Source: an optimization exercise on an open RTL-to-GDS flow (aim: small area). Production flows keep margins and buffers that such runs may drop.
Where RTL was checked, it was by simulation tests only, not by an equivalence proof against the original.
Function not checked in run 2: the RTL went through the layout flow alone.
Power figures rest on the tool's default switching activity, not on a simulated workload.

**design/flow/config.mk**
```make
export PLATFORM = sky130hd
export DESIGN_NAME = vehicle_safety_interlock_unit
export DESIGN_NICKNAME = vehicle_safety_interlock_unit
export VERILOG_FILES = /design/flow/design.v
export SDC_FILE = /design/flow/constraint.sdc
export NUM_CORES = 4
export LEC_CHECK = 0
export CAP_MARGIN = 20
export CORE_MARGIN = 2
export CORE_UTILIZATION = 60
export PLACE_DENSITY = 0.8
export SLEW_MARGIN = 20
```
**design/flow/constraint.sdc**
```tcl
create_clock -name core_clock -period 7.0 [get_ports {clk}]
set_input_delay 1.4000 -clock core_clock [delete_from_list [all_inputs] [get_ports {clk}]]
set_output_delay 1.4000 -clock core_clock [all_outputs]
set_load 0.01 [all_outputs]
```
**design/flow/design.v**
```verilog
package vsi_pkg;
    typedef enum logic [2:0] {
        KIND_TICK      = 3'd0,
        KIND_NAV_BEAT  = 3'd1,
        KIND_NAV_EXIT  = 3'd2,
        KIND_NAV_CMD   = 3'd3,
        KIND_SENSOR    = 3'd4
    } kind_t;
    typedef enum logic [2:0] {
        REFUSE_OK        = 3'd0,
        REFUSE_OVERSPEED = 3'd1,
        REFUSE_OVERSTEER = 3'd2,
        REFUSE_SENSOR    = 3'd3,
        REFUSE_RECOVERY  = 3'd4,
        REFUSE_LOCKED    = 3'd5
    } refusal_t;
    typedef enum logic [2:0] {
        MODE_NORMAL    = 3'd0,
        MODE_NO_SENSOR = 3'd1,
        MODE_RECOVERY  = 3'd2,
        MODE_SHAKING   = 3'd3,
        MODE_LOCKED    = 3'd4
    } mode_t;
    typedef enum logic [2:0] {
        REG_SPEED_LIMIT    = 3'd0,
        REG_STEERING_LIMIT = 3'd1,
        REG_MIN_DISTANCE   = 3'd2,
        REG_SILENCE_LIMIT  = 3'd3,
        REG_CHECK_PERIOD   = 3'd4,
        REG_REST_LIMIT     = 3'd5,
        REG_HOLD           = 3'd6
    } reg_index_t;
    localparam int NOTICE_SLOW   = 0;
    localparam int NOTICE_RESUME = 1;
    localparam int NOTICE_STOP   = 2;
    localparam int NOTICE_LOCK   = 3;
    localparam logic [14:0] SPEED_LIMIT_RST    = 15'd512;
    localparam logic [14:0] STEERING_LIMIT_RST = 15'd6400;
    localparam logic [15:0] MIN_DISTANCE_RST   = 16'd160;
    localparam logic [15:0] SILENCE_LIMIT_RST  = 16'd500;
    localparam logic [15:0] CHECK_PERIOD_RST   = 16'd200;
    localparam logic [15:0] REST_LIMIT_RST     = 16'd5000;
    localparam logic [15:0] HOLD_RST           = 16'd3000;
    localparam logic [15:0] SAT16 = 16'hFFFF;
    localparam logic [31:0] SAT32 = 32'hFFFF_FFFF;
    localparam int IN_DATA_W  = 56;
    localparam int OUT_DATA_W = 80;
endpackage
module vehicle_safety_interlock_unit (
    input  logic        clk,
    input  logic        rst_n,
    input  logic        s_tvalid,
    output logic        s_tready,
    input  logic [55:0] s_tdata,
    input  logic [2:0]  s_tuser,
    output logic        m_tvalid,
    input  logic        m_tready,
    output logic [79:0] m_tdata,
    input  logic        cfg_valid,
    output logic        cfg_ready,
    input  logic [2:0]  cfg_addr,
    input  logic [15:0] cfg_data
);
    function automatic logic gt16(input logic [15:0] a, input logic [15:0] b);
        logic g;
        g = 1'b0;
        for (int i = 0; i < 16; i++)
            g = (a[i] & ~b[i]) | (a[i] & g) | (~b[i] & g);
        gt16 = g;
    endfunction
    function automatic logic cmp16(input logic [15:0] a, input logic [15:0] b,
                                   input logic eq);
        logic g;
        g = eq;
        for (int i = 0; i < 16; i++)
            g = (a[i] & ~b[i]) | (a[i] & g) | (~b[i] & g);
        cmp16 = g;
    endfunction
    function automatic logic ge16(input logic [15:0] a, input logic [15:0] b);
        logic g;
        g = 1'b1;
        for (int i = 0; i < 16; i++)
            g = (a[i] & ~b[i]) | (a[i] & g) | (~b[i] & g);
        ge16 = g;
    endfunction
    function automatic logic [15:0] inc16(input logic [15:0] a, input logic cin);
        logic [15:0] s;
        logic        c, pb, pall;
        c    = cin;
        pb   = 1'b1;
        pall = 1'b1;
        for (int i = 0; i < 16; i++) begin
            if (i % 8 == 0 && i > 0) begin
                pall = pall & pb;
                pb   = 1'b1;
                c    = cin & pall;
            end
            s[i] = a[i] ^ c;
            c    = a[i] & c;
            pb   = pb & a[i];
        end
        inc16 = s;
    endfunction
    function automatic logic [15:0] dec16(input logic [15:0] a, input logic bin);
        logic [15:0] s;
        logic        c, pb, pall;
        c    = bin;
        pb   = 1'b1;
        pall = 1'b1;
        for (int i = 0; i < 16; i++) begin
            if (i % 8 == 0 && i > 0) begin
                pall = pall & pb;
                pb   = 1'b1;
                c    = bin & pall;
            end
            s[i] = a[i] ^ c;
            c    = ~a[i] & c;
            pb   = pb & ~a[i];
        end
        dec16 = s;
    endfunction
    function automatic logic [31:0] sat_inc32(input logic [31:0] a, input logic en);
        logic [31:0] s;
        logic [3:0]  all1;
        logic        e, c;
        for (int k = 0; k < 4; k++)
            all1[k] = &a[8*k +: 8];
        e = en & ~(&all1);
        for (int i = 0; i < 32; i++) begin
            case (i)
                0:  c = e;
                8:  c = e & all1[0];
                16: c = e & all1[0] & all1[1];
                24: c = e & all1[0] & all1[1] & all1[2];
                default: ;
            endcase
            s[i] = a[i] ^ c;
            c    = a[i] & c;
        end
        sat_inc32 = s;
    endfunction
    logic [14:0] speed_limit_n_reg;
    logic [14:0] steering_limit_n_reg;
    logic [15:0] min_distance_n_reg;
    logic [15:0] silence_limit_n_reg;
    logic [15:0] check_period_n_reg;
    logic [15:0] rest_limit_reg;
    logic [15:0] hold_ms_reg;
    always_ff @(posedge clk or negedge rst_n)
    begin
        if (!rst_n)
        begin
            speed_limit_n_reg    <= ~15'd512;
            steering_limit_n_reg <= ~15'd6400;
            min_distance_n_reg   <= ~16'd160;
            silence_limit_n_reg  <= ~16'd500;
            check_period_n_reg   <= ~16'd200;
            rest_limit_reg       <= 16'd5000;
            hold_ms_reg          <= 16'd3000;
        end
        else if (cfg_valid)
        begin
            case (cfg_addr)
                3'd0: speed_limit_n_reg    <= ~cfg_data[14:0];
                3'd1: steering_limit_n_reg <= ~cfg_data[14:0];
                3'd2: min_distance_n_reg   <= ~cfg_data;
                3'd3: silence_limit_n_reg  <= ~cfg_data;
                3'd4: check_period_n_reg   <= ~cfg_data;
                3'd5: rest_limit_reg       <= cfg_data;
                3'd6: hold_ms_reg          <= cfg_data;
                default: ;
            endcase
        end
    end
    logic [14:0] speed_limit_reg, steering_limit_reg;
    logic [15:0] min_distance_reg, silence_limit_reg, check_period_reg;
    assign speed_limit_reg    = ~speed_limit_n_reg;
    assign steering_limit_reg = ~steering_limit_n_reg;
    assign min_distance_reg   = ~min_distance_n_reg;
    assign silence_limit_reg  = ~silence_limit_n_reg;
    assign check_period_reg   = ~check_period_n_reg;
    logic        in_valid_reg;
    logic [2:0]  in_kind_reg;
    logic [31:0] in_pay_reg;
    logic        out_valid_reg;
    logic        advance;
    assign advance   = in_valid_reg && (!out_valid_reg || m_tready);
    assign s_tready  = !in_valid_reg || advance;
    assign cfg_ready = 1'b1;
    always_ff @(posedge clk or negedge rst_n)
    begin
        if (!rst_n)
            in_valid_reg <= 1'b0;
        else if (s_tready)
            in_valid_reg <= s_tvalid;
    end
    always_ff @(posedge clk)
    begin
        if (s_tready)
        begin
            in_kind_reg <= {s_tuser[2], s_tuser[1] | (s_tuser[2] & s_tuser[0]),
                            (s_tuser == 3'd4) ? s_tdata[50] : s_tuser[0]};
            in_pay_reg  <= s_tdata[31:0];
        end
    end
    logic        nav_contact_reg;
    logic        sensor_seen_reg;
    logic        recovering_reg;
    logic        shake_wait_reg;
    logic        lock_flag_reg;
    logic        snap_ok_reg;       
    logic [15:0] snap_dist_reg;     
    logic [15:0] nav_quiet_reg;     
    logic [15:0] sensor_quiet_reg;  
    logic [15:0] check_next_reg;    
    logic [15:0] rest_left_reg;     
    logic [15:0] hold_left_reg;     
    logic        hold_active_reg;   
    logic [31:0] approve_count_reg;
    logic [31:0] reject_count_reg;
    logic        approved_reg;
    logic [2:0]  refusal_reg;
    logic [3:0]  notice_reg;
    logic        alive_reg;
    logic k_tick, k_beat, k_exit, k_cmd, k_sensor;
    assign k_tick   = advance && (in_kind_reg == 3'd0);
    assign k_beat   = advance && (in_kind_reg == 3'd1);
    assign k_exit   = advance && (in_kind_reg == 3'd2);
    assign k_cmd    = advance && (in_kind_reg == 3'd3);
    assign k_sensor = advance && (in_kind_reg[2:1] == 2'b10);
    logic [15:0] in_speed, in_steer;
    logic        in_shake;
    assign in_speed = in_pay_reg[15:0];
    assign in_steer = in_pay_reg[31:16];
    assign in_shake = in_kind_reg[0];
    logic        nav_sat, sensor_sat;
    logic [15:0] nav_quiet_inc, sensor_quiet_inc, check_phase_inc;
    logic        rest_nz, hold_nz, rest_one, hold_one;
    logic [15:0] rest_left_dec, hold_left_dec;
    logic        check_due, nav_trip, sensor_trip;
    assign nav_sat          = &nav_quiet_reg;
    assign sensor_sat       = &sensor_quiet_reg;
    assign nav_quiet_inc    = inc16(nav_quiet_reg, k_tick & ~nav_sat);
    assign sensor_quiet_inc = inc16(sensor_quiet_reg, k_tick & ~sensor_sat);
    assign check_phase_inc  = inc16(check_next_reg, k_tick);
    assign rest_nz          = |rest_left_reg;
    assign hold_nz          = hold_active_reg & (|hold_left_reg);
    assign rest_one         = (rest_left_reg == 16'd1);
    assign hold_one         = (hold_left_reg == 16'd1);
    assign rest_left_dec    = dec16(rest_left_reg, k_tick & rest_nz);
    assign hold_left_dec    = dec16(hold_left_reg, k_tick & hold_nz);
    assign check_due        = ge16(check_next_reg, check_period_reg);
    assign nav_trip         = nav_contact_reg && cmp16(nav_quiet_reg, silence_limit_reg, ~nav_sat);
    assign sensor_trip      = sensor_seen_reg && cmp16(sensor_quiet_reg, silence_limit_reg, ~sensor_sat);
    logic        over_speed, over_steer, sensor_bad;
    logic [14:0] steer_mag;
    logic [2:0]  refusal;
    assign over_speed = !in_speed[15] && gt16({1'b0, in_speed[14:0]}, {1'b0, speed_limit_reg});
    assign steer_mag  = in_steer[14:0] ^ {15{in_steer[15]}};
    assign over_steer = gt16({steer_mag, in_steer[15]}, {steering_limit_reg, 1'b0});
    assign sensor_bad = !sensor_seen_reg || !snap_ok_reg || !gt16(snap_dist_reg, min_distance_reg);
    always_comb
    begin
        if (lock_flag_reg)       refusal = 3'd5;
        else if (recovering_reg) refusal = 3'd4;
        else if (over_speed)     refusal = 3'd1;
        else if (over_steer)     refusal = 3'd2;
        else if (sensor_bad)     refusal = 3'd3;
        else                     refusal = 3'd0;
    end
    logic cmd_ok, cmd_hold;
    assign cmd_ok   = (refusal == 3'd0);
    assign cmd_hold = !lock_flag_reg && !recovering_reg && !cmd_ok;
    logic lock_now, shake_start, shake_end;
    assign lock_now    = k_tick && shake_wait_reg && rest_one;
    assign shake_start = k_sensor && in_shake && !shake_wait_reg && !lock_flag_reg;
    assign shake_end   = k_sensor && !in_shake && shake_wait_reg;
    logic alive_now, hold_load;
    assign alive_now = k_tick && check_due;
    assign hold_load = (alive_now && (shake_wait_reg || lock_flag_reg || !sensor_seen_reg ||
                                      nav_trip || sensor_trip))
                     || (k_cmd && cmd_hold);
    always_ff @(posedge clk or negedge rst_n)
    begin
        if (!rst_n)
        begin
            nav_contact_reg <= 1'b0;
            sensor_seen_reg <= 1'b0;
            recovering_reg  <= 1'b0;
            shake_wait_reg  <= 1'b0;
            lock_flag_reg   <= 1'b0;
            check_next_reg  <= 16'd1;
            hold_active_reg <= 1'b0;
            approve_count_reg <= 32'd0;
            reject_count_reg  <= 32'd0;
        end
        else
        begin
            if (k_beat || k_cmd)
                nav_contact_reg <= 1'b1;
            else if (k_exit || (alive_now && nav_trip))
                nav_contact_reg <= 1'b0;
            if (k_sensor)
                sensor_seen_reg <= 1'b1;
            else if (alive_now && sensor_trip)
                sensor_seen_reg <= 1'b0;
            if ((alive_now && (nav_trip || sensor_trip)) || (k_cmd && cmd_hold))
                recovering_reg <= 1'b1;
            else if (k_tick && hold_one)
                recovering_reg <= 1'b0;
            if (shake_start)
                shake_wait_reg <= 1'b1;
            else if (shake_end || lock_now)
                shake_wait_reg <= 1'b0;
            if (lock_now)
                lock_flag_reg <= 1'b1;
            if (alive_now)
                check_next_reg <= 16'd1;
            else
                check_next_reg <= check_phase_inc;
            if (hold_load)
                hold_active_reg <= 1'b1;
            approve_count_reg <= sat_inc32(approve_count_reg, k_cmd && cmd_ok);
            reject_count_reg  <= sat_inc32(reject_count_reg, k_cmd && !cmd_ok);
        end
    end
    always_ff @(posedge clk)
    begin
        if (s_tvalid && s_tready && s_tuser == 3'd4)
        begin
            snap_ok_reg   <= s_tdata[32] & s_tdata[33];
            snap_dist_reg <= s_tdata[49:34];
        end
        if (k_beat || k_cmd)
            nav_quiet_reg <= 16'd0;
        else
            nav_quiet_reg <= nav_quiet_inc;
        if (k_sensor)
            sensor_quiet_reg <= 16'd0;
        else
            sensor_quiet_reg <= sensor_quiet_inc;
        if (hold_load)
            hold_left_reg <= hold_ms_reg;
        else
            hold_left_reg <= hold_left_dec;
        if (shake_start)
            rest_left_reg <= rest_limit_reg;
        else
            rest_left_reg <= rest_left_dec;
    end
    always_ff @(posedge clk or negedge rst_n)
    begin
        if (!rst_n)
            out_valid_reg <= 1'b0;
        else if (advance)
            out_valid_reg <= 1'b1;
        else if (m_tready)
            out_valid_reg <= 1'b0;
    end
    always_ff @(posedge clk)
    begin
        if (advance)
        begin
            approved_reg <= k_cmd && cmd_ok;
            refusal_reg  <= k_cmd ? refusal : 3'd0;
            notice_reg   <= {lock_now, alive_now && sensor_trip, shake_end,
                             shake_start};
            alive_reg    <= alive_now;
        end
    end
    logic [2:0] mode;
    always_comb
    begin
        if (lock_flag_reg)        mode = 3'd4;
        else if (shake_wait_reg)  mode = 3'd3;
        else if (recovering_reg)  mode = 3'd2;
        else if (!sensor_seen_reg) mode = 3'd1;
        else                      mode = 3'd0;
    end
    assign m_tvalid = out_valid_reg;
    assign m_tdata  = {3'd0, reject_count_reg, approve_count_reg, mode, hold_nz, alive_reg,
                       notice_reg, refusal_reg, approved_reg};
endmodule
```
**design/flow/flow/run.sh**
```bash
#!/bin/bash
# Standard ORFS layout (standard.sh: the standard flow's synthesis and ORFS steps) with
# two changes: ports are buffered with the smallest buffer (buf_1), and CTS
# adds no dummy loads and builds the tree from small clock buffers.
set -o pipefail
export BUFFER_PORTS_ARGS="-buffer_cell sky130_fd_sc_hd__buf_1"
export CTS_ARGS="-sink_clustering_enable -repair_clock_nets -dont_use_dummy_load -buf_list {sky130_fd_sc_hd__clkbuf_4} -sink_clustering_size 10 -sink_clustering_max_diameter 40"
bash standard.sh > standard.log 2>&1
```
**design/flow/standard.sh**
```bash
#!/bin/bash
# synth_recipe.tcl (not shown) runs the flow's synth.tcl, then flattens the netlist and writes it again
# the make line also repeats each setting of config.mk as NAME=value (left out here)
make -C /OpenROAD-flow-scripts/flow DESIGN_CONFIG=/design/flow/config.mk WORK_HOME=/design/flow/orfs CLKGATE_MAP_FILE= SYNTH_SCRIPT=/design/flow/synth_recipe.tcl "${@:-finish}"
```
==> impl_metrics.tcl, run 1 <==
set metrics [dict create \
    yosys.area_share.simple 0.112 \
    finalHoldViolCount 0 \
    synth_top_area_share 0.215 \
    hp-class "reg2reg" \
    tns_ns 0 \
    worstSetupStartpointType "flop" \
    htreeDepth 2 \
    cts_tree "built" \
    p_leak_uw 0.00723 \
    crit_type "reg2reg" \
    place_inst 1653 \
    cp_max_fo 22 \
    yosys.area.top_type "dfrtp_1" \
    drtIter0Drc 588 \
    syn-mean-instance-area_um2 11.8 \
    syn-cell-area_um2 14200 \
    endpoint_kind "flop" \
    final_layout_size_suffix_gt1_frac 0.130 \
    wl_per_cell_um 17.4 \
    ctsRootBufferMaster "clkbuf_4" \
    setup_viol 0 \
    antenna_found_initial 2 \
    synth-seq-area-share 0.576 \
    status "finished clean" \
    period_share 0.677 \
    ys_async_sr_fraction 0.613 \
    max_freq_ghz 0.211 \
    cts_setup_buffers 0 \
    grt_util_all_layers 0.245 \
    tightest_slew_ns 0.952 \
    synth_fa_ha_area_frac 0.114 \
    grt_pass1_vias 9362 \
    layout.cell_area.non_filler_um2 15500 \
    final_antenna_net_count 0 \
    die_y_um 158 \
    rsz0062_at_grt "no" \
    synth_top_family_by_area "adder cells" \
    cts.clk_slew.worst_paths_ns 0.09 \
    vias 9889 \
    power_density_nw_per_um2 257 \
    synth-xor-area-share 0.0136 \
    synth_compound_area_frac 0.113 \
    synth_area_leaders "dfrtp_1, dfstp_2, edfxtp_1, ha_1, dfxtp_1" \
    clock_power_share 0.217 \
    clk_latency_ns 0.67 \
    slew_viol_final 0 \
    synthFlopType "dfrtp_1" \
    placed_cell_area_um2 15100 \
    route.detailed.drc 0 \
    synth.distinct_cells 69 \
    cts-hold-fix-buffers 0 \
    grt_start_max_net_pins 199 \
    final_common_cell "buf_1" \
    numPortBuffers 156 \
    required_ns 7.56 \
    cts_buffer_depth 3 \
    hold_slack_ns 0.470 \
    power_uw 3980 \
    hpwl_mm 20.9 \
    synthCells 1204 \
    skew_ns 0.0706 \
    cts_sinks 323 \
    max-cap-violations 0 \
    synth-edff-count 61 \
    ys_warn_count 1 \
    coreArea_um2 23300 \
    finalWirelength_mm 29.7 \
    dieArea_um2 24900 \
    first_pass_iters 6 \
    worst_ep_arrival_time_ns 5.30 \
    viasPerCell 5.80 \
    rows 56 \
    grt_overflow 0 \
    grt_pass1_wl_mm 47.2 \
    initial_core_util 0.607 \
    switchingPower_uw 1130 \
    ios 166 \
    ys_seq_elements 323 \
    slew_headroom 0.365 \
    peakVddDrop_v 0.000166 \
    final-instance-count-excl-fill 1704 \
    routabilityCongestion 0.848 \
    synthToLayoutAreaGrowth_pct 9.08 \
    p_int_uw 2850 \
    p_seq_frac 0.628 \
    numCtsBuffers 45 \
    period_needed_ns 4.74 \
    ctsResizeCount 0 \
    most-common-layout-cells "buf_1, ha_1, dfrtp_1" \
    pwr-share-comb 0.155 \
    nets 1591 \
    die_x_um 158 \
    synthMuxAreaShare 0.0391 \
    p_sw_frac 0.284 \
]
==> power groups by stage <==
stage,clock [uW],combinational (uW),sequential (uW)
2_1_floorplan,0,447,2460
3_3_place_gp,0,581,2510
3_5_place_dp,0,621,2520
4_1_cts,901,623,2490
5_1_grt,971,712,2530
6_report,865,616,2490
==> layout make-up <==
| class | count | area (um2) |
|---|---|---|
| well taps | 319 | 399 |
| repair buffers | 167 | 708 |
| fillers | 1836 | 7870 |
| multi-input cells | 776 | 5580 |
| inverters | 69 | 259 |
| flip-flops and latches | 323 | 8160 |
| diodes | 5 | 12.5 |
| clock buffers | 45 | 338 |
==> kinds of logic after synthesis <==
family                     count (synthesis)
buffers and inverters                    107
other                                      2
AOI/OAI and AO/OA                        250
xor gates and xnor gates                  22
muxes                                     51
and+or+nand+nor                          319
DFF                                      323
adders and majority gates                130
==> critical path, stage by stage, from the launching register on <==
cell and delay (ns):
edfxtp_1 0.87, inv_2 0.22, a221o_1 0.32, a21oi_1 0.14, a21oi_1 0.14, o211ai_2 0.25, and3_1 0.20, or3b_1 0.39
nor3_1 0.50, nor3b_1 0.12, ha_1 0.24, ha_1 0.19, ha_1 0.18, ha_1 0.19, ha_1 0.18, ha_1 0.19
ha_1 0.19, xor2_1 0.14
==> routing by layer <==
metal | GRT usage | up-vias | part of all wire
met4 | 0.0909 | 0 | 0.033
met1 | 0.328 | 4765 | 0.41
met5 | 0 | - | 0
met2 | 0.397 | 335 | 0.48
li1 | - | 4714 | -
met3 | 0.0493 | 75 | 0.071
==> synth_stat cells (5+ instances only) <==
cell type  instances
and3_1            16
buf_4              9
a22o_1             7
mux2i_1           16
nor2b_1           34
dfstp_2           76
nand3_1           11
a22oi_1           11
xor2_1            13
o221ai_1           9
nor3_1            19
nand4_1           30
a31oi_1            8
inv_1             67
o21ai_0           49
nand2_1           54
nor2_1           104
nor4_1            13
a21oi_1           84
edfxtp_1          61
dfxtp_1           64
ha_1             126
nor3b_1            5
nand2b_1          10
o22ai_1           22
xnor2_1            9
clkbuf_1          26
dfrtp_1          122
a221oi_1           7
a222oi_1           5
mux2_2            33
==> worst paths after layout <==
kind | from | end | slack (ns) | cells after the start
setup / recovery | in_pay_reg[31]$_DFFE_PN_ | reject_count_reg[23]$_DFF_PN0_ | 2.26 | 17
hold / removal | hold_active_reg$_DFFE_PN0P_ | hold_active_reg$_DFFE_PN0P_ | 0.47 | 1
setup reg to reg | in_pay_reg[31]$_DFFE_PN_ | reject_count_reg[23]$_DFF_PN0_ | 2.26 | 17
hold reg to reg | hold_active_reg$_DFFE_PN0P_ | hold_active_reg$_DFFE_PN0P_ | 0.47 | 1
max in group asynchronous | rst_n | check_next_reg[3]$_DFF_PN0_ | 5.21 | 3
min in group asynchronous | rst_n | reject_count_reg[15]$_DFF_PN0_ | 0.78 | 2
==> per-stage QoR <==
step                      utilization  worst slack [ns]
after global placement          0.646              1.96
final                           0.663              2.26
after global routing            0.662              1.99
after floorplan                     -              2.69
after CTS                       0.661              2.28
after detailed placement        0.646              1.86
==> run 2: changes to the inputs <==
--- a/design/flow/design.v
+++ b/design/flow/design.v
@@ -85,17 +85,10 @@
     endfunction
-    function automatic logic [15:0] inc16(input logic [15:0] a, input logic cin);
+    function automatic logic [15:0] inc16(input logic [15:0] a, input logic en);
         logic [15:0] s;
-        logic        c, pb, pall;
-        c    = cin;
-        pb   = 1'b1;
-        pall = 1'b1;
+        logic        c;
         for (int i = 0; i < 16; i++) begin
-            if (i % 8 == 0 && i > 0) begin
-                pall = pall & pb;
-                pb   = 1'b1;
-                c    = cin & pall;
-            end
+            if (i == 0) c = en;
+            if (i == 8) c = en & (&a[7:0]);
             s[i] = a[i] ^ c;
             c    = a[i] & c;
-            pb   = pb & a[i];
         end
@@ -103,17 +96,10 @@
     endfunction
-    function automatic logic [15:0] dec16(input logic [15:0] a, input logic bin);
+    function automatic logic [15:0] dec16(input logic [15:0] a, input logic en);
         logic [15:0] s;
-        logic        c, pb, pall;
-        c    = bin;
-        pb   = 1'b1;
-        pall = 1'b1;
+        logic        c;
         for (int i = 0; i < 16; i++) begin
-            if (i % 8 == 0 && i > 0) begin
-                pall = pall & pb;
-                pb   = 1'b1;
-                c    = bin & pall;
-            end
+            if (i == 0) c = en;
+            if (i == 8) c = en & ~(|a[7:0]);
             s[i] = a[i] ^ c;
             c    = ~a[i] & c;
-            pb   = pb & ~a[i];
         end
@@ -240,4 +226,4 @@
     logic        check_due, nav_trip, sensor_trip;
-    assign nav_sat          = &nav_quiet_reg;
-    assign sensor_sat       = &sensor_quiet_reg;
+    assign nav_sat          = (&nav_quiet_reg[7:0]) & (&nav_quiet_reg[15:8]);
+    assign sensor_sat       = (&sensor_quiet_reg[7:0]) & (&sensor_quiet_reg[15:8]);
     assign nav_quiet_inc    = inc16(nav_quiet_reg, k_tick & ~nav_sat);
@@ -245,4 +231,4 @@
     assign check_phase_inc  = inc16(check_next_reg, k_tick);
-    assign rest_nz          = |rest_left_reg;
-    assign hold_nz          = hold_active_reg & (|hold_left_reg);
+    assign rest_nz          = (|rest_left_reg[7:0]) | (|rest_left_reg[15:8]);
+    assign hold_nz          = hold_active_reg & ((|hold_left_reg[7:0]) | (|hold_left_reg[15:8]));
     assign rest_one         = (rest_left_reg == 16'd1);
==> run 2 against run 1 <==
- still clean
- hold slack gained 0.0055 ns
- register-to-register slack improved by 0.38 ns
- via count shrank 0.19%
- critical path depth fell by 1
- combinational power down 17%
- worst setup slack improved by 0.38 ns
- synthesized cell count grew 2.4%
- critical endpoint is now reject_count_reg[31]$_DFF_PN0_
- largest power group unchanged
==> impl_metrics.tcl, run 2 <==
set metrics [dict create \
    status "finished clean" \
    cts.clk_slew.worst_paths_ns 0.10 \
    synth_top_area_share 0.212 \
    cts_buffer_depth 3 \
    place_inst 1680 \
    drtIter0Drc 540 \
    synth-seq-area-share 0.567 \
    tightest_slew_ns 0.896 \
    die_x_um 159 \
    wl_per_cell_um 17.3 \
    ys_warn_count 1 \
    peakVddDrop_v 0.000169 \
    cts_setup_buffers 0 \
    first_pass_iters 5 \
    hpwl_mm 21.7 \
    clk_latency_ns 0.68 \
    skew_ns 0.0871 \
    route.detailed.drc 0 \
    cts_sinks 323 \
    final_util 0.664 \
    final_layout_size_suffix_gt1_frac 0.132 \
    hp-class "reg2reg" \
    die_y_um 159 \
    yosys.area.top_type "dfrtp_1" \
    grt_start_max_net_pins 111 \
    tns_ns 0 \
    syn-mean-instance-area_um2 11.7 \
    synthFlopType "dfrtp_1" \
    final_common_cell "buf_1" \
    slew_headroom 0.401 \
    viasPerCell 5.72 \
    grt_util_all_layers 0.240 \
    finalWirelength_mm 29.9 \
    slew_viol_final 0 \
    worst_ep_arrival_time_ns 4.90 \
    dieArea_um2 25200 \
    cts_tree "built" \
    synth.distinct_cells 77 \
    setup_viol 0 \
    routabilityCongestion 0.816 \
    ios 166 \
    synthCells 1233 \
    cts-hold-fix-buffers 0 \
    grt_overflow 0 \
    ctsResizeCount 0 \
    period_needed_ns 4.36 \
    synth.most_common_cell "ha_1" \
    final_antenna_net_count 0 \
    antenna_found_initial 1 \
    grt_pass1_wl_mm 48.8 \
    ctsRootBufferMaster "clkbuf_4" \
    nets 1617 \
    numPortBuffers 156 \
    period_share 0.622 \
    ys_seq_elements 323 \
    required_ns 7.55 \
    htreeDepth 2 \
    max-cap-violations 0 \
    cp_max_fo 25 \
    crit_type "reg2reg" \
    fillCellCount 1837 \
    rows 56 \
    initial_core_util 0.611 \
    synth_area_leaders "dfrtp_1, dfstp_2, edfxtp_1, ha_1, dfxtp_1" \
    hold_slack_ns 0.476 \
    finalHoldViolCount 0 \
    synth-edff-count 61 \
    vias 9870 \
    ys_top_cells_by_count "ha_1, dfrtp_1, nor2_1, a21oi_1, dfstp_2" \
    ys_async_sr_fraction 0.613 \
    coreArea_um2 23500 \
    rsz0062_at_grt "no" \
    p_leak_uw 0.00745 \
    power_density_nw_per_um2 241 \
    numCtsBuffers 43 \
    synthToLayoutAreaGrowth_pct 8.68 \
    final-instance-count-excl-fill 1726 \
    most-common-layout-cells "buf_1, ha_1, dfrtp_1" \
    worstSetupStartpointType "flop" \
    max_freq_ghz 0.230 \
    syn-cell-area_um2 14400 \
    endpoint_kind "flop" \
    grt_pass1_vias 9800 \
]
run 2: cell types whose count changed after synthesis, sizes merged, moves of 4 or more:
cell,previous run,this run
and2,4,19
nor2,104,109
and3,16,5
o221ai,9,3
a211oi,3,16
a31oi,8,13
o31ai,4,9
nor3,19,15
a21o,3,7
a22oi,11,15
o21ai,52,60
run 2: layer usage:
layer / track usage / share of wire / up-vias
li1: - / - / 4786
met1: 0.306 / 0.42 / 4761
met2: 0.413 / 0.50 / 246
met3: 0.0426 / 0.049 / 77
met4: 0.0901 / 0.033 / 0
met5: 0 / 0 / -
run 2: final timing paths:
path | endpoint | slack (ns) | startpoint | depth (start not counted)
min reg2reg | hold_left_reg[4]$_DFF_P_ | 0.48 | hold_ms_reg[4]$_DFFE_PN1P_ | 2
max in group asynchronous | reject_count_reg[12]$_DFF_PN0_ | 5.16 | rst_n | 2
min | hold_left_reg[4]$_DFF_P_ | 0.48 | hold_ms_reg[4]$_DFFE_PN1P_ | 2
min in group asynchronous | rest_limit_reg[11]$_DFFE_PN0P_ | 0.75 | rst_n | 1
max | reject_count_reg[31]$_DFF_PN0_ | 2.64 | in_pay_reg[31]$_DFFE_PN_ | 16
max reg2reg | reject_count_reg[31]$_DFF_PN0_ | 2.64 | in_pay_reg[31]$_DFFE_PN_ | 16
run 2: power breakdown:
part           internal, uW  switching, uW  leakage [uW]
sequential             2210            195       0.00353
clock                   283            567      0.000198
combinational           232            282       0.00372
total                  2730           1040       0.00745
run 2: cells by family (layout without fill, tap and decap cells):
logic type	Yosys count	in the layout	synth area share
buf+inv	105	276	0.0308
flops	323	323	0.567
mux	49	49	0.0376
xor+xnor	23	23	0.0140
fa+ha+maj	129	129	0.112
simple gates	329	329	0.116
compound gates	273	273	0.122
other cells	2	5	0.000522
run 2: area by class of cell:
class / count / area [um2] / area share
antenna: 1 / 2.50 / 0.000160
clock buffer: 43 / 323 / 0.0206
inverter: 67 / 251 / 0.0161
multi-input combinational: 807 / 5810 / 0.372
sequential: 323 / 8160 / 0.522
tap: 319 / 399 / 0.0255
timing repair buffer: 166 / 688 / 0.0440
run 2: critical path, stage by stage, from the launching register on:
cell,delay (ns)
edfxtp_1,0.92
inv_2,0.22
a32o_1,0.29
o2bb2ai_1,0.20
a21oi_1,0.15
o2111ai_1,0.33
a211o_1,0.25
a41oi_1,0.24
nor2b_1,0.23
ha_1,0.17
ha_1,0.18
ha_1,0.19
ha_1,0.19
ha_1,0.19
ha_1,0.19
ha_1,0.18
xor2_1,0.14
run 2: metrics by stage:
step	instance area, um2	power (uW)	setup WS [ns]
after floorplan	14400	2760	2.97
after global placement	15300	2920	2.51
after detailed placement	15300	2960	2.38
after CTS	15600	3810	2.64
after global routing	15600	3990	2.31
final	15600	3770	2.64
==> run 3: changes to the inputs <==
--- a/design/flow/design.v
+++ b/design/flow/design.v
@@ -85,10 +85,17 @@
     endfunction
-    function automatic logic [15:0] inc16(input logic [15:0] a, input logic en);
+    function automatic logic [15:0] inc16(input logic [15:0] a, input logic cin);
         logic [15:0] s;
-        logic        c;
+        logic        c, pb, pall;
+        c    = cin;
+        pb   = 1'b1;
+        pall = 1'b1;
         for (int i = 0; i < 16; i++) begin
-            if (i == 0) c = en;
-            if (i == 8) c = en & (&a[7:0]);
+            if (i % 8 == 0 && i > 0) begin
+                pall = pall & pb;
+                pb   = 1'b1;
+                c    = cin & pall;
+            end
             s[i] = a[i] ^ c;
             c    = a[i] & c;
+            pb   = pb & a[i];
         end
@@ -96,10 +103,17 @@
     endfunction
-    function automatic logic [15:0] dec16(input logic [15:0] a, input logic en);
+    function automatic logic [15:0] dec16(input logic [15:0] a, input logic bin);
         logic [15:0] s;
-        logic        c;
+        logic        c, pb, pall;
+        c    = bin;
+        pb   = 1'b1;
+        pall = 1'b1;
         for (int i = 0; i < 16; i++) begin
-            if (i == 0) c = en;
-            if (i == 8) c = en & ~(|a[7:0]);
+            if (i % 8 == 0 && i > 0) begin
+                pall = pall & pb;
+                pb   = 1'b1;
+                c    = bin & pall;
+            end
             s[i] = a[i] ^ c;
             c    = ~a[i] & c;
+            pb   = pb & ~a[i];
         end
@@ -206,6 +220,4 @@
     logic [31:0] reject_count_reg;
-    logic        approved_reg;
-    logic [2:0]  refusal_reg;
-    logic [3:0]  notice_reg;
-    logic        alive_reg;
+    logic        res_cmd_reg;
+    logic [2:0]  res_reg;
     logic k_tick, k_beat, k_exit, k_cmd, k_sensor;
@@ -226,4 +238,4 @@
     logic        check_due, nav_trip, sensor_trip;
-    assign nav_sat          = (&nav_quiet_reg[7:0]) & (&nav_quiet_reg[15:8]);
-    assign sensor_sat       = (&sensor_quiet_reg[7:0]) & (&sensor_quiet_reg[15:8]);
+    assign nav_sat          = &nav_quiet_reg;
+    assign sensor_sat       = &sensor_quiet_reg;
     assign nav_quiet_inc    = inc16(nav_quiet_reg, k_tick & ~nav_sat);
@@ -231,4 +243,4 @@
     assign check_phase_inc  = inc16(check_next_reg, k_tick);
-    assign rest_nz          = (|rest_left_reg[7:0]) | (|rest_left_reg[15:8]);
-    assign hold_nz          = hold_active_reg & ((|hold_left_reg[7:0]) | (|hold_left_reg[15:8]));
+    assign rest_nz          = |rest_left_reg;
+    assign hold_nz          = hold_active_reg & (|hold_left_reg);
     assign rest_one         = (rest_left_reg == 16'd1);
@@ -349,7 +361,6 @@
         begin
-            approved_reg <= k_cmd && cmd_ok;
-            refusal_reg  <= k_cmd ? refusal : 3'd0;
-            notice_reg   <= {lock_now, alive_now && sensor_trip, shake_end,
-                             shake_start};
-            alive_reg    <= alive_now;
+            res_cmd_reg <= k_cmd;
+            res_reg     <= k_cmd ? refusal
+                                 : {lock_now | shake_end, alive_now,
+                                    (alive_now & sensor_trip) | shake_start | shake_end};
         end
@@ -365,5 +376,15 @@
     end
+    logic       approved, alive;
+    logic [2:0] refusal_out;
+    logic [3:0] notice;
+    assign approved    = res_cmd_reg & (res_reg == 3'd0);
+    assign refusal_out = res_cmd_reg ? res_reg : 3'd0;
+    assign alive       = !res_cmd_reg & res_reg[1];
+    assign notice[0]   = !res_cmd_reg & (res_reg == 3'b001);
+    assign notice[1]   = !res_cmd_reg & (res_reg == 3'b101);
+    assign notice[2]   = !res_cmd_reg & res_reg[1] & res_reg[0];
+    assign notice[3]   = !res_cmd_reg & res_reg[2] & (res_reg[1] | !res_reg[0]);
     assign m_tvalid = out_valid_reg;
-    assign m_tdata  = {3'd0, reject_count_reg, approve_count_reg, mode, hold_nz, alive_reg,
-                       notice_reg, refusal_reg, approved_reg};
+    assign m_tdata  = {3'd0, reject_count_reg, approve_count_reg, mode, hold_nz, alive,
+                       notice, refusal_out, approved};
 endmodule
--- a/design/flow/flow/run.sh
+++ b/design/flow/flow/run.sh
@@ -6,3 +6,3 @@
 export BUFFER_PORTS_ARGS="-buffer_cell sky130_fd_sc_hd__buf_1"
-export CTS_ARGS="-sink_clustering_enable -repair_clock_nets -dont_use_dummy_load -buf_list {sky130_fd_sc_hd__clkbuf_4} -sink_clustering_size 10 -sink_clustering_max_diameter 40"
+export CTS_ARGS="-sink_clustering_enable -repair_clock_nets -dont_use_dummy_load -buf_list {sky130_fd_sc_hd__clkbuf_4} -sink_clustering_size 12 -sink_clustering_max_diameter 45"
 bash standard.sh > standard.log 2>&1
==> run 3 against run 2 <==
- critical endpoint is now approve_count_reg[23]$_DFF_PN0_
- global-route usage grew 0.54 points
- synthesized area shrank 1.7%
- largest power group unchanged
- routed wire length shrank 0.48%
- sequential share of layout area grew 0.13 points
- clock power shrank 8.0%
- highest routed layer unchanged
- combinational power shrank 5.1%
- cell count shrank 1.3%
==> impl_metrics.tcl, run 3 <==
set metrics [dict create \
    cp_max_fo 21 \
    cts_sinks 318 \
    met3_usage 0.0441 \
    ctsRootBufferMaster "clkbuf_4" \
    reg2reg_depth 17 \
    period_needed_ns 4.64 \
    ys_top_cells_by_count "ha_1, dfrtp_1, nor2_1, nand2_1, a21oi_1" \
    skew_ns 0.0744 \
    cts.clk_slew.worst_paths_ns 0.12 \
    cts_tree "built" \
    worstReg2RegStart "in_pay_reg[31]$_DFFE_PN_" \
    worst_ep_arrival_time_ns 5.18 \
    grt-busiest-layer "met2" \
    synth-seq-area-share 0.566 \
    grt_util_all_layers 0.246 \
    slew_viol_final 0 \
    max-cap-violations 0 \
    coreArea_um2 23300 \
    grt_pass1_vias 9506 \
    final_layout_size_suffix_gt1_frac 0.124 \
    worst_slack_ns 2.36 \
    ios 166 \
    power_uw 3640 \
    final_antenna_net_count 0 \
    crit_type "reg2reg" \
    critPathLaunch "in_pay_reg[31]$_DFFE_PN_" \
    cts_setup_buffers 0 \
    vias 9872 \
    yosys.area.top_type "dfrtp_1" \
    clk_latency_ns 0.68 \
    grt.met1_usage 0.333 \
    grt_start_max_net_pins 82 \
    synthFlopType "dfrtp_1" \
    grt_overflow 0 \
    initial_core_util 0.607 \
    tns_ns 0 \
    ys_seq_elements 318 \
    final_util 0.656 \
    power_density_nw_per_um2 238 \
    synth.distinct_cells 70 \
    syn-cell-area_um2 14200 \
    status "finished clean" \
    die_y_um 158 \
    required_ns 7.55 \
    nets 1595 \
    die_x_um 158 \
    synthCells 1218 \
    r2r-end "approve_count_reg[23]$_DFF_PN0_" \
    ys_async_sr_fraction 0.623 \
    htreeDepth 2 \
    first_pass_iters 5 \
    rows 56 \
    synth.most_common_cell "ha_1" \
    syn-mean-instance-area_um2 11.6 \
    finalWirelength_mm 29.7 \
    p_leak_uw 0.00730 \
    synth-edff-count 56 \
    ctsResizeCount 0 \
    antenna_found_initial 1 \
    min_from "hold_active_reg$_DFFE_PN0P_" \
    place_inst 1668 \
    finalHoldViolCount 0 \
    max_freq_ghz 0.216 \
    numPortBuffers 156 \
    wl_per_cell_um 17.4 \
    synth_area_leaders "dfrtp_1, dfstp_2, edfxtp_1, ha_1, dfxtp_1" \
    ys_warn_count 1 \
    synth_top_area_share 0.216 \
    drtIter0Drc 610 \
    cts_buffer_depth 3 \
    final_common_cell "buf_1" \
    routabilityCongestion 0.846 \
    min_path_cells 1 \
    final-instance-count-excl-fill 1704 \
    grt_pass1_wl_mm 47.6 \
    hp-class "reg2reg" \
    route.detailed.drc 0 \
    hpwl_mm 21.3 \
    slew_headroom 0.335 \
    tightest_slew_ns 0.997 \
    endpoint_kind "flop" \
    synthToLayoutAreaGrowth_pct 8.20 \
    worstHoldEndpoint "hold_active_reg$_DFFE_PN0P_" \
    dieArea_um2 24800 \
    period_share 0.662 \
    worstSetupStartpointType "flop" \
    grt.met2_usage 0.399 \
    peakVddDrop_v 0.000148 \
    setup_viol 0 \
    most-common-layout-cells "buf_1, ha_1, dfrtp_1" \
    viasPerCell 5.79 \
    detailedPlace.worstSlack_ns 2.36 \
    rsz0062_at_grt "no" \
    numCtsBuffers 35 \
    cts-hold-fix-buffers 0 \
    r2r_slack_ns 2.36 \
]
-- run 3: cell count changes after synthesis, sizes merged, moves of 4 or more --
cell	change
o21ai	-7
o221ai	+10
edfxtp	-5
a21oi	-5
and2	+29
a221oi	+5
a211oi	-7
and3	-4
a31oi	-6
nand2	+23
a22oi	+4
nor2b	-30
nor2	-4
o31ai	-4
-- run 3: logic make-up (layout without fill, tap and decap cells) --
kind of cell | Yosys count | after routing | share of synthesized area
simple gates | 339 | 339 | 0.120
buf+inv | 101 | 265 | 0.0302
flops | 318 | 318 | 0.566
fa+ha+maj | 130 | 130 | 0.114
mux | 49 | 49 | 0.0382
other cells | 2 | 5 | 0.000531
xor+xnor | 22 | 22 | 0.0136
compound gates | 257 | 257 | 0.117
-- run 3: layout make-up --
class	instances	area [um2]
Tap cell	319	399
Multi-Input combinational cell	801	5740
Timing Repair Buffer	163	646
Inverter	67	251
Fill cell	1826	8020
Clock buffer	35	263
Antenna cell	1	2.50
Sequential cell	318	8010
-- run 3: where the power goes --
part	total (uW)	internal (uW)	switching [uW]
logic	488	218	270
clock network	782	232	549
registers	2380	2180	199
total	3640	2630	1020
-- run 3: metrics by stage --
step / hold slack [ns] / instance area (um2)
after floorplan: 0.427 / 14200
after global placement: 0.446 / 15000
after detailed placement: 0.446 / 15000
after CTS: 0.479 / 15300
after global routing: 0.512 / 15300
final: 0.476 / 15300
-- run 3: worst max path at each step --
stage / end / cells past startpoint
final: approve_count_reg[23]$_DFF_PN0_ / 17
after global routing: approve_count_reg[23]$_DFF_PN0_ / 17
after CTS: approve_count_reg[23]$_DFF_PN0_ / 17
after detailed placement: approve_count_reg[23]$_DFF_PN0_ / 17
after global placement: approve_count_reg[23]$_DFF_PN0_ / 17
after floorplan: approve_count_reg[23]$_DFF_PN0_ / 17
-- run 3: critical path, stage by stage, from the launching register on --
cell and delay (ns):
edfxtp_1 0.79, inv_2 0.23, a221oi_1 0.35, o22ai_1 0.18
a21o_1 0.18, a211oi_1 0.56, nor4_2 0.23, o311ai_0 0.31
inv_1 0.13, and2_1 0.20, ha_1 0.18, ha_1 0.19
ha_1 0.20, ha_1 0.18, ha_1 0.18, ha_1 0.19
ha_1 0.19, xor2_1 0.14
-- run 3: metal layers --
metal  up-vias  routed length [um]
met4         0                 979
met3        62                1650
met2       265               14300
met1      4822               12800
met5         -                   0
li1       4723                   -
==> run 4: changes to the inputs <==
--- a/design/flow/flow/run.sh
+++ b/design/flow/flow/run.sh
@@ -6,3 +6,3 @@
 export BUFFER_PORTS_ARGS="-buffer_cell sky130_fd_sc_hd__buf_1"
-export CTS_ARGS="-sink_clustering_enable -repair_clock_nets -dont_use_dummy_load -buf_list {sky130_fd_sc_hd__clkbuf_4} -sink_clustering_size 12 -sink_clustering_max_diameter 45"
+export CTS_ARGS="-sink_clustering_enable -repair_clock_nets -dont_use_dummy_load -buf_list {sky130_fd_sc_hd__clkbuf_4} -sink_clustering_size 10 -sink_clustering_max_diameter 40"
 bash standard.sh > standard.log 2>&1
==> run 4 against run 3 <==
- clock power rose by 4.5%
- final area grew 0.47%
- still clean on timing, DRC and antenna
- register-to-register slack got worse by 0.04 ns
- highest routed layer unchanged
- total power grew 1.0%
- combinational power about the same
- critical endpoint unchanged
- clock skew decreased by 0.024 ns
- routed wire length fell by 0.33%
- count of clock-buffer cells in the layout up 6
- largest power group unchanged
==> impl_metrics.tcl, run 4 <==
set metrics [dict create \
    cp_common_cell "ha_1" \
    worst_slack_ns 2.33 \
    initial_core_util 0.607 \
    cts_tree "built" \
    synthCells 1218 \
    max-cap-violations 0 \
    cts_sinks 318 \
    final_antenna_net_count 0 \
    critPathTopFamily "simple AND/OR/NAND/NOR gates" \
    drtIter0Drc 564 \
    synthToLayoutAreaGrowth_pct 8.72 \
    syn-cell-area_um2 14200 \
    r2r_slack_ns 2.33 \
    ys_seq_elements 318 \
    hp-class "reg2reg" \
    first_pass_iters 5 \
    placed_cell_area_um2 15000 \
    switchingPower_uw 1020 \
    r2r-end "approve_count_reg[23]$_DFF_PN0_" \
    setup_viol 0 \
    syn-mean-instance-area_um2 11.6 \
    most-common-layout-cells "buf_1, ha_1, dfrtp_1" \
    cpMaxStageDelayCell "edfxtp_1" \
    viasPerCell 5.80 \
    synth_top_area_share 0.216 \
    path_cells "inv_2, a221oi_1, or2_2, o221ai_1, or3_1, nor4_2, o311ai_0, inv_1, and2_1, ha_1, ha_1, ha_1, ha_1, ha_1, ha_1, ha_1, xor2_1" \
    final_layout_size_suffix_gt1_frac 0.128 \
    min_from "hold_active_reg$_DFFE_PN0P_" \
    dieArea_um2 24800 \
    coreArea_um2 23300 \
    p_seq_frac 0.645 \
    numPortBuffers 156 \
    ctsResizeCount 0 \
    clk_latency_ns 0.65 \
    synth-seq-area-share 0.566 \
    rsz0062_at_grt "no" \
    yosys.area.top_type "dfrtp_1" \
    skew_ns 0.0506 \
    rows 56 \
    max_freq_ghz 0.214 \
    ios 166 \
    critPathLaunch "in_pay_reg[31]$_DFFE_PN_" \
    cts-hold-fix-buffers 0 \
    vias 9916 \
    p_leak_uw 0.00734 \
    cts_buffer_depth 3 \
    worstHoldEndpoint "hold_active_reg$_DFFE_PN0P_" \
    slew_viol_final 0 \
    endpoint_kind "flop" \
    numCtsBuffers 41 \
    final_common_cell "buf_1" \
    peakVddDrop_v 0.000163 \
    synthFlopType "dfrtp_1" \
    clock_power_share 0.222 \
    synth.most_common_cell "ha_1" \
    route.detailed.drc 0 \
    ctsRootBufferMaster "clkbuf_4" \
    pwr-share-comb 0.133 \
    tns_ns 0 \
    p_sw_frac 0.276 \
    grt_pass1_vias 9560 \
    required_ns 7.57 \
    cp_max_fo 21 \
    power_density_nw_per_um2 239 \
    period_share 0.667 \
    worstReg2RegStart "in_pay_reg[31]$_DFFE_PN_" \
    synth-edff-count 56 \
    antenna_found_initial 1 \
    hold_slack_ns 0.471 \
    grt_pass1_wl_mm 47.7 \
    ys_top_cells_by_count "ha_1, dfrtp_1, nor2_1, nand2_1, a21oi_1" \
    synth_area_leaders "dfrtp_1, dfstp_2, edfxtp_1, ha_1, dfxtp_1" \
    finalHoldViolCount 0 \
    hpwl_mm 21.3 \
    grt_util_all_layers 0.246 \
    nets 1602 \
    worstSetupStartpointType "flop" \
    synth.distinct_cells 70 \
    ys_async_sr_fraction 0.623 \
    min_path_cells 1 \
    reg2reg_depth 17 \
    ys_warn_count 1 \
    path_buf_inv 2 \
    grt_start_max_net_pins 82 \
    cts.clk_slew.worst_paths_ns 0.10 \
    crit_type "reg2reg" \
    cp_slowest_stage_delay_ns 0.79 \
    period_needed_ns 4.67 \
    cts_setup_buffers 0 \
    worst_ep_arrival_time_ns 5.24 \
    htreeDepth 2 \
    slew_headroom 0.367 \
    die_y_um 158 \
    finalWirelength_mm 29.6 \
    final_util 0.659 \
    p_int_uw 2670 \
    grt_overflow 0 \
    status "finished clean" \
    wl_per_cell_um 17.3 \
    detailedPlace.worstSlack_ns 2.36 \
    routabilityCongestion 0.846 \
    layout.cell_area.non_filler_um2 15400 \
    die_x_um 158 \
    tightest_slew_ns 0.948 \
]
-- run 4: cell types whose count changed in the layout (fill, tap and decap cells not counted), sizes merged --
cell / change
clkbuf: +6
buf: +1
-- run 4: final cells by class --
cell class / instances / area [um2]
fillers: 1811 / 7950
well taps: 319 / 399
clock buffers: 41 / 308
inverters: 67 / 251
diodes: 1 / 2.50
multi-input cells: 801 / 5740
flip-flops and latches: 318 / 8010
repair buffers: 164 / 673
-- run 4: routing by layer --
layer | GRT usage | wire [um]
met5 | 0 | 0
met4 | 0.0879 | 912
met3 | 0.0441 | 1570
met2 | 0.401 | 14300
met1 | 0.333 | 12900
-- run 4: cell families (layout without fill, tap and decap cells) --
group	Yosys count	in the layout	share of synthesized area
AND/OR/NAND/NOR	339	339	0.120
flip-flops	318	318	0.566
AO/OA/AOI/OAI	257	257	0.117
adder cells (fa/ha/maj)	130	130	0.114
buffers and inverters	101	272	0.0302
multiplexers	49	49	0.0382
XOR/XNOR	22	22	0.0136
other	2	5	0.000531
-- run 4: worst max path at each step --
stage               depth (start not counted)  slack (ns)                              end
finish                                     17        2.33  approve_count_reg[23]$_DFF_PN0_
global route                               17        1.94  approve_count_reg[23]$_DFF_PN0_
CTS                                        17        2.37  approve_count_reg[23]$_DFF_PN0_
detailed placement                         17        2.36  approve_count_reg[23]$_DFF_PN0_
global placement                           17        2.51  approve_count_reg[23]$_DFF_PN0_
floorplan                                  17        3.15  approve_count_reg[23]$_DFF_PN0_
-- run 4: power groups by stage --
stage | registers (uW) | logic (uW) | clock network (uW)
finish | 2370 | 491 | 817
global route | 2410 | 565 | 921
CTS | 2370 | 490 | 847
detailed placement | 2400 | 489 | 0
global placement | 2390 | 459 | 0
floorplan | 2350 | 342 | 0
-- run 4: metrics by stage --
step	total power, uW	instances
5_1_grt	3900	1711
4_1_cts	3710	1709
6_report	3680	1711
3_3_place_gp	2850	1667
3_5_place_dp	2890	1668
2_1_floorplan	2700	1220
==> run 5: changes to the inputs <==
--- a/design/flow/config.mk
+++ b/design/flow/config.mk
@@ -9,4 +9,4 @@
 export CORE_MARGIN = 2
-export CORE_UTILIZATION = 60
-export PLACE_DENSITY = 0.8
+export CORE_UTILIZATION = 70
+export PLACE_DENSITY = 0.85
 export SLEW_MARGIN = 20
==> run 5 against run 4 <==
- maximum frequency increased by 0.29%
- register-to-register slack is essentially flat
- clock skew increased by 0.041 ns
- clock power is 2% higher
- combinational power is essentially flat
- critical path type unchanged
- largest power group unchanged
- highest routed layer unchanged
==> impl_metrics.tcl, run 5 <==
set metrics [dict create \
    synth_area_leaders "dfrtp_1, dfstp_2, edfxtp_1, ha_1, dfxtp_1" \
    cts_sinks 318 \
    final_antenna_net_count 0 \
    final_common_cell "buf_1" \
    cts_buffer_depth 3 \
    synth-edff-count 56 \
    synthToLayoutAreaGrowth_pct 8.40 \
    numPortBuffers 156 \
    route.detailed.drc 0 \
    period_share 0.665 \
    skew_ns 0.0920 \
    pwr-share-comb 0.132 \
    cts_tree "built" \
    worst_ep_arrival_time_ns 5.19 \
    placed_cell_area_um2 15000 \
    finalHoldViolCount 0 \
    routabilityCongestion 0.844 \
    cpMaxStageDelayCell "edfxtp_1" \
    path_buf_inv 2 \
    hp-class "reg2reg" \
    synth.distinct_cells 70 \
    vias 10048 \
    synth_top_family_by_area "simple AND/OR/NAND/NOR gates" \
    finalWirelength_mm 29.5 \
    final_layout_size_suffix_gt1_frac 0.128 \
    max_freq_ghz 0.215 \
    cts.clk_slew.worst_paths_ns 0.10 \
    endpoint_kind "flop" \
    slew_headroom 0.382 \
    yosys.area.top_type "dfrtp_1" \
    die_x_um 146 \
    critPathTopFamily "compound AO/OA/AOI/OAI gates" \
    yosys.area_share.simple 0.120 \
    grt_overflow 0 \
    grt_util_all_layers 0.282 \
    synth_compound_area_frac 0.117 \
    antenna_found_initial 1 \
    status "finished clean" \
    p_int_uw 2670 \
    cp_max_fo 21 \
    clock_power_share 0.225 \
    cts_setup_buffers 0 \
    drtIter0Drc 687 \
    syn-mean-instance-area_um2 11.6 \
    tns_ns 0 \
    power_density_nw_per_um2 241 \
    clk_latency_ns 0.66 \
    viasPerCell 6.05 \
    p_seq_frac 0.643 \
    required_ns 7.53 \
    most-common-layout-cells "buf_1, ha_1, dfrtp_1" \
    crit_type "reg2reg" \
    nets 1602 \
    first_pass_iters 8 \
    path_cells "inv_2, a221oi_1, o22ai_1, a21o_1, a211oi_1, nor4_2, o311ai_0, inv_1, and2_1, ha_1, ha_1, ha_1, ha_1, ha_1, ha_1, ha_1, xor2_1" \
    slew_viol_final 0 \
    synth-seq-area-share 0.566 \
    p_sw_frac 0.278 \
    htreeDepth 2 \
    rows 52 \
    ys_top_cells_by_count "ha_1, dfrtp_1, nor2_1, nand2_1, a21oi_1" \
    ios 166 \
    grt_pass1_wl_mm 48.2 \
    synth_top_area_share 0.216 \
    synthMuxAreaShare 0.0382 \
    cp_common_cell "ha_1" \
    ctsResizeCount 0 \
    synthCells 1218 \
    synthFlopType "dfrtp_1" \
    rsz0062_at_grt "no" \
    grt_start_max_net_pins 194 \
    numCtsBuffers 42 \
    peakVddDrop_v 0.000172 \
    p_leak_uw 0.00734 \
    hpwl_mm 21.0 \
    ys_warn_count 1 \
    layout.cell_area.non_filler_um2 15300 \
    setup_viol 0 \
    synth.most_common_cell "ha_1" \
    period_needed_ns 4.66 \
    dieArea_um2 21400 \
    coreArea_um2 20000 \
    wl_per_cell_um 17.7 \
    synth_fa_ha_area_frac 0.114 \
    syn-cell-area_um2 14200 \
    max-cap-violations 0 \
    ys_async_sr_fraction 0.623 \
    ctsRootBufferMaster "clkbuf_4" \
    ys_seq_elements 318 \
    cts-hold-fix-buffers 0 \
    worstSetupStartpointType "flop" \
    grt_pass1_vias 9871 \
    initial_core_util 0.706 \
    switchingPower_uw 1030 \
    tightest_slew_ns 0.924 \
    die_y_um 146 \
    cp_slowest_stage_delay_ns 0.79 \
    synth-xor-area-share 0.0136 \
]
run 5: logic make-up after synthesis:
group	Yosys count
simple gates	339
flops	318
compound gates	257
fa+ha+maj	130
buf+inv	101
mux	49
xor+xnor	22
other cells	2
run 5: worst register-to-register path: stages (launching register included):
cell and delay [ns]:
edfxtp_1 0.79, inv_2 0.23, a221oi_1 0.33, o22ai_1 0.18, a21o_1 0.17, a211oi_1 0.57, nor4_2 0.24, o311ai_0 0.32
inv_1 0.14, and2_1 0.20, ha_1 0.18, ha_1 0.18, ha_1 0.19, ha_1 0.18, ha_1 0.18, ha_1 0.18
ha_1 0.19, xor2_1 0.14
run 5: power groups by stage:
stage	combinational [uW]	clock, uW	sequential (uW)
2_1_floorplan	342	0	2350
3_3_place_gp	456	0	2390
3_5_place_dp	488	0	2410
4_1_cts	490	857	2370
5_1_grt	559	926	2410
6_report	489	833	2380
run 5: layout make-up:
type	count	area, um2
Antenna cell	1	2.50
Sequential cell	318	8010
Tap cell	270	338
Timing Repair Buffer	163	682
Inverter	67	251
Fill cell	1386	4700
Multi-Input combinational cell	801	5740
Clock buffer	42	315
run 5: metrics by stage:
| stage | std cells | power (uW) | utilization | hold WS, ns | worst slack (ns) |
|---|---|---|---|---|---|
| finish | 1662 | 3700 | 0.766 | 0.494 | 2.34 |
| floorplan | 1220 | 2700 | - | 0.427 | 3.15 |
| CTS | 1660 | 3720 | 0.764 | 0.492 | 2.41 |
| global route | 1662 | 3900 | 0.766 | 0.502 | 1.97 |
| detailed placement | 1618 | 2900 | 0.748 | 0.474 | 2.39 |
| global placement | 1617 | 2850 | 0.747 | 0.443 | 2.52 |
run 5: routing by layer:
| metal | track usage | part of all wire |
|---|---|---|
| met5 | 0 | 0 |
| met4 | 0.118 | 0.034 |
| met3 | 0.0409 | 0.064 |
| met2 | 0.463 | 0.49 |
| met1 | 0.381 | 0.41 |
run 5: worst paths after layout:
check	from	end	slack [ns]	cells after the start
worst max-delay path	in_pay_reg[31]$_DFFE_PN_	approve_count_reg[23]$_DFF_PN0_	2.34	17
worst min-delay path	reject_count_reg[23]$_DFF_PN0_	reject_count_reg[23]$_DFF_PN0_	0.49	1
worst max register to register	in_pay_reg[31]$_DFFE_PN_	approve_count_reg[23]$_DFF_PN0_	2.34	17
worst min register to register	reject_count_reg[23]$_DFF_PN0_	reject_count_reg[23]$_DFF_PN0_	0.49	1
max in group asynchronous	rst_n	check_next_reg[13]$_DFF_PN0_	5.16	3
min in group asynchronous	rst_n	approve_count_reg[6]$_DFF_PN0_	0.59	1
==> run 6: changes to the inputs <==
--- a/design/flow/config.mk
+++ b/design/flow/config.mk
@@ -7,6 +7,7 @@
 export LEC_CHECK = 0
-export CAP_MARGIN = 20
+export CAP_MARGIN = 0
 export CORE_MARGIN = 2
-export CORE_UTILIZATION = 70
-export PLACE_DENSITY = 0.85
-export SLEW_MARGIN = 20
+export CORE_UTILIZATION = 60
+export GPL_TIMING_DRIVEN = 0
+export PLACE_DENSITY = 0.8
+export SLEW_MARGIN = 0
==> run 6 against run 5 <==
- clock skew is 0.010 ns lower
- non-clock buffer count is 33 higher
- total power rose by 0.93%
- maximum frequency up 6.0%
- critical path depth did not move
- synthesized area did not move
- flip-flop and latch count unchanged
- worst setup slack better by 0.27 ns
==> impl_metrics.tcl, run 6 <==
set metrics [dict create \
    status "finished clean" \
    ctsRootBufferMaster "clkbuf_4" \
    grt_overflow 0 \
    tns_ns 0 \
    p_int_uw 2690 \
    routabilityCongestion 0.836 \
    critPathLaunch "in_pay_reg[10]$_DFFE_PN_" \
    p_seq_frac 0.636 \
    nets 1637 \
    finalHoldViolCount 0 \
    min_path_cells 1 \
    worstHoldEndpoint "hold_active_reg$_DFFE_PN0P_" \
    switchingPower_uw 1040 \
    wl_per_cell_um 17.6 \
    hp-class "reg2reg" \
    cp_max_fo 4 \
    cts-hold-fix-buffers 0 \
    ys_seq_elements 318 \
    drtIter0Drc 653 \
    synthFlopType "dfrtp_1" \
    cts.clk_slew.worst_paths_ns 0.11 \
    yosys.area.top_type "dfrtp_1" \
    ys_async_sr_fraction 0.623 \
    cts_setup_buffers 0 \
    synth.distinct_cells 70 \
    rows 56 \
    hold_slack_ns 0.473 \
    initial_core_util 0.607 \
    peakVddDrop_v 0.000156 \
    max-cap-violations 0 \
    crit_type "reg2reg" \
    r2r-end "approve_count_reg[23]$_DFF_PN0_" \
    synth-xor-area-share 0.0136 \
    rsz0062_at_grt "no" \
    die_y_um 158 \
    route.detailed.drc 0 \
    cts_buffer_depth 3 \
    p_sw_frac 0.279 \
    ios 166 \
    grt_pass1_vias 9935 \
    synth_area_leaders "dfrtp_1, dfstp_2, edfxtp_1, ha_1, dfxtp_1" \
    cp_common_cell "ha_1" \
    finalWirelength_mm 30.7 \
    power_density_nw_per_um2 239 \
    skew_ns 0.0820 \
    final_layout_size_suffix_gt1_frac 0.130 \
    reg2reg_depth 17 \
    synthToLayoutAreaGrowth_pct 10.2 \
    die_x_um 158 \
    final_antenna_net_count 0 \
    synthCells 1218 \
    endpoint_kind "flop" \
    p_leak_uw 0.00744 \
    slew_viol_final 0 \
    max_freq_ghz 0.228 \
    yosys.area_share.simple 0.120 \
    period_share 0.627 \
    hpwl_mm 22.5 \
    numCtsBuffers 44 \
    period_needed_ns 4.39 \
    syn-mean-instance-area_um2 11.6 \
    synth_top_area_share 0.216 \
    grt_pass1_wl_mm 49.2 \
    numPortBuffers 156 \
    vias 10160 \
    worst_ep_arrival_time_ns 5.01 \
    ctsResizeCount 0 \
    antenna_found_initial 2 \
    power_uw 3740 \
    setup_viol 0 \
    synth_compound_area_frac 0.117 \
    syn-cell-area_um2 14200 \
    worstReg2RegStart "in_pay_reg[10]$_DFFE_PN_" \
    ys_warn_count 1 \
    clock_power_share 0.230 \
    htreeDepth 2 \
    cts_tree "built" \
    clk_latency_ns 0.68 \
    synth-seq-area-share 0.566 \
    tightest_slew_ns 0.870 \
    cpMaxStageDelayCell "nor4_2" \
    final_common_cell "buf_1" \
    pwr-share-comb 0.134 \
    slew_headroom 0.413 \
    worstSetupStartpointType "flop" \
    min_from "hold_active_reg$_DFFE_PN0P_" \
    cp_slowest_stage_delay_ns 0.73 \
    r2r_slack_ns 2.61 \
    synth.most_common_cell "ha_1" \
    grt_start_max_net_pins 44 \
    grt_util_all_layers 0.254 \
    required_ns 7.62 \
    dieArea_um2 24800 \
    cts_sinks 318 \
    synthMuxAreaShare 0.0382 \
    path_cells "a211oi_1, o21ai_0, maj3_1, a211oi_1, a21oi_1, nor4_2, o311ai_0, inv_1, and2_1, ha_1, ha_1, ha_1, ha_1, ha_1, ha_1, ha_1, xor2_1" \
    coreArea_um2 23300 \
    viasPerCell 5.82 \
    synth_fa_ha_area_frac 0.114 \
    first_pass_iters 5 \
    synth_top_family_by_area "simple AND/OR/NAND/NOR gates" \
    ys_top_cells_by_count "ha_1, dfrtp_1, nor2_1, nand2_1, a21oi_1" \
    most-common-layout-cells "buf_1, ha_1, dfrtp_1" \
    synth-edff-count 56 \
]
[run 6: power groups by stage]
stage | Combinational, uW | Sequential [uW] | Clock (uW)
after global routing | 567 | 2410 | 961
after CTS | 503 | 2370 | 881
final | 500 | 2380 | 860
after global placement | 463 | 2390 | 0
after detailed placement | 502 | 2400 | 0
after floorplan | 342 | 2350 | 0
[run 6: worst max-delay path, delay by kind of cell (launching register included)]
family / cells / cell delay [ns]
AOI/OAI and AO/OA: 5 / 1.28
xor gates and xnor gates: 1 / 0.14
adders and majority gates: 8 / 1.44
buffers and inverters: 1 / 0.18
DFF: 1 / 0.43
and+or+nand+nor: 2 / 0.87
[run 6: worst max path at each step]
| stage | endpoint | cells past startpoint |
|---|---|---|
| global placement | in_valid_reg$_DFFE_PN0N_ | 1 |
| global route | approve_count_reg[23]$_DFF_PN0_ | 17 |
| CTS | approve_count_reg[23]$_DFF_PN0_ | 17 |
| finish | approve_count_reg[23]$_DFF_PN0_ | 17 |
| floorplan | approve_count_reg[23]$_DFF_PN0_ | 17 |
| detailed placement | approve_count_reg[23]$_DFF_PN0_ | 18 |
[run 6: cells by family after synthesis]
kind of cell | Yosys count
simple gates | 339
compound gates | 257
mux | 49
flops | 318
other cells | 2
xor+xnor | 22
buf+inv | 101
fa+ha+maj | 130
[run 6: cell type report]
| type | instances | area (um2) |
|---|---|---|
| Inverter | 67 | 251 |
| Buffer | 34 | 176 |
| Timing Repair Buffer | 162 | 709 |
| Sequential cell | 318 | 8010 |
| Clock buffer | 44 | 330 |
| Fill cell | 1770 | 7730 |
| Multi-Input combinational cell | 801 | 5720 |
| Tap cell | 319 | 399 |
| Antenna cell | 1 | 2.50 |
[run 6: routing by layer]
layer,vias up,GRT usage,part of all wire,routed length [um]
met2,285,0.414,0.48,14700
met4,0,0.0991,0.033,1020
met3,83,0.0512,0.064,1950
met1,4961,0.337,0.42,13000
met5,-,0,0,0
li1,4831,-,-,-
[run 6: through the flow]
step                      utilization  area (um2)  instances  setup slack [ns]
final                           0.669       15600       1746              2.61
after global routing            0.669       15600       1746              2.35
after CTS                       0.669       15600       1745              2.59
after detailed placement        0.654       15300       1701              2.39
after global placement          0.649       15100       1695             -4.56
after floorplan                     -       14200       1220              3.15

-- separate check: timing with driven ports --
The flow's constraints put no driver on any port. The routed layouts listed below were extracted and timed again, unchanged, in two steps. Step 1 assumes that a clkbuf_16 drives the clock port and a buf_2 every other input. Step 2 times the ports against the registers' clock, not the clock port: input delays grow and output delays shrink by t, the midpoint of the rising clock arrivals with the driver on. Three values: no drivers, after step 1, after step 2; two values: the first two.
run | shift t [ns] | setup slack, ns | worst setup path at the end | cell pins on the clock port's net
run 1 | 0.685 | 2.264 / 2.264 / 1.867 | input to register | 1
run 2 | 0.680 | 2.644 / 2.644 / 2.396 | input to register | 1
run 3 | 0.678 | 2.365 / 2.365 / 2.365 | register to register | 1
run 4 | 0.674 | 2.329 / 2.329 / 2.329 | register to register | 1
run 5 | 0.655 | 2.342 / 2.342 / 2.342 | register to register | 1
run 6 | 0.687 | 2.608 / 2.608 / 2.440 | input to register | 1
After both steps every run listed still meets setup and hold. For run 1, which loses most, drivers alone change the setup slack by 0.000 ns; drivers and shift together by -0.397 ns.
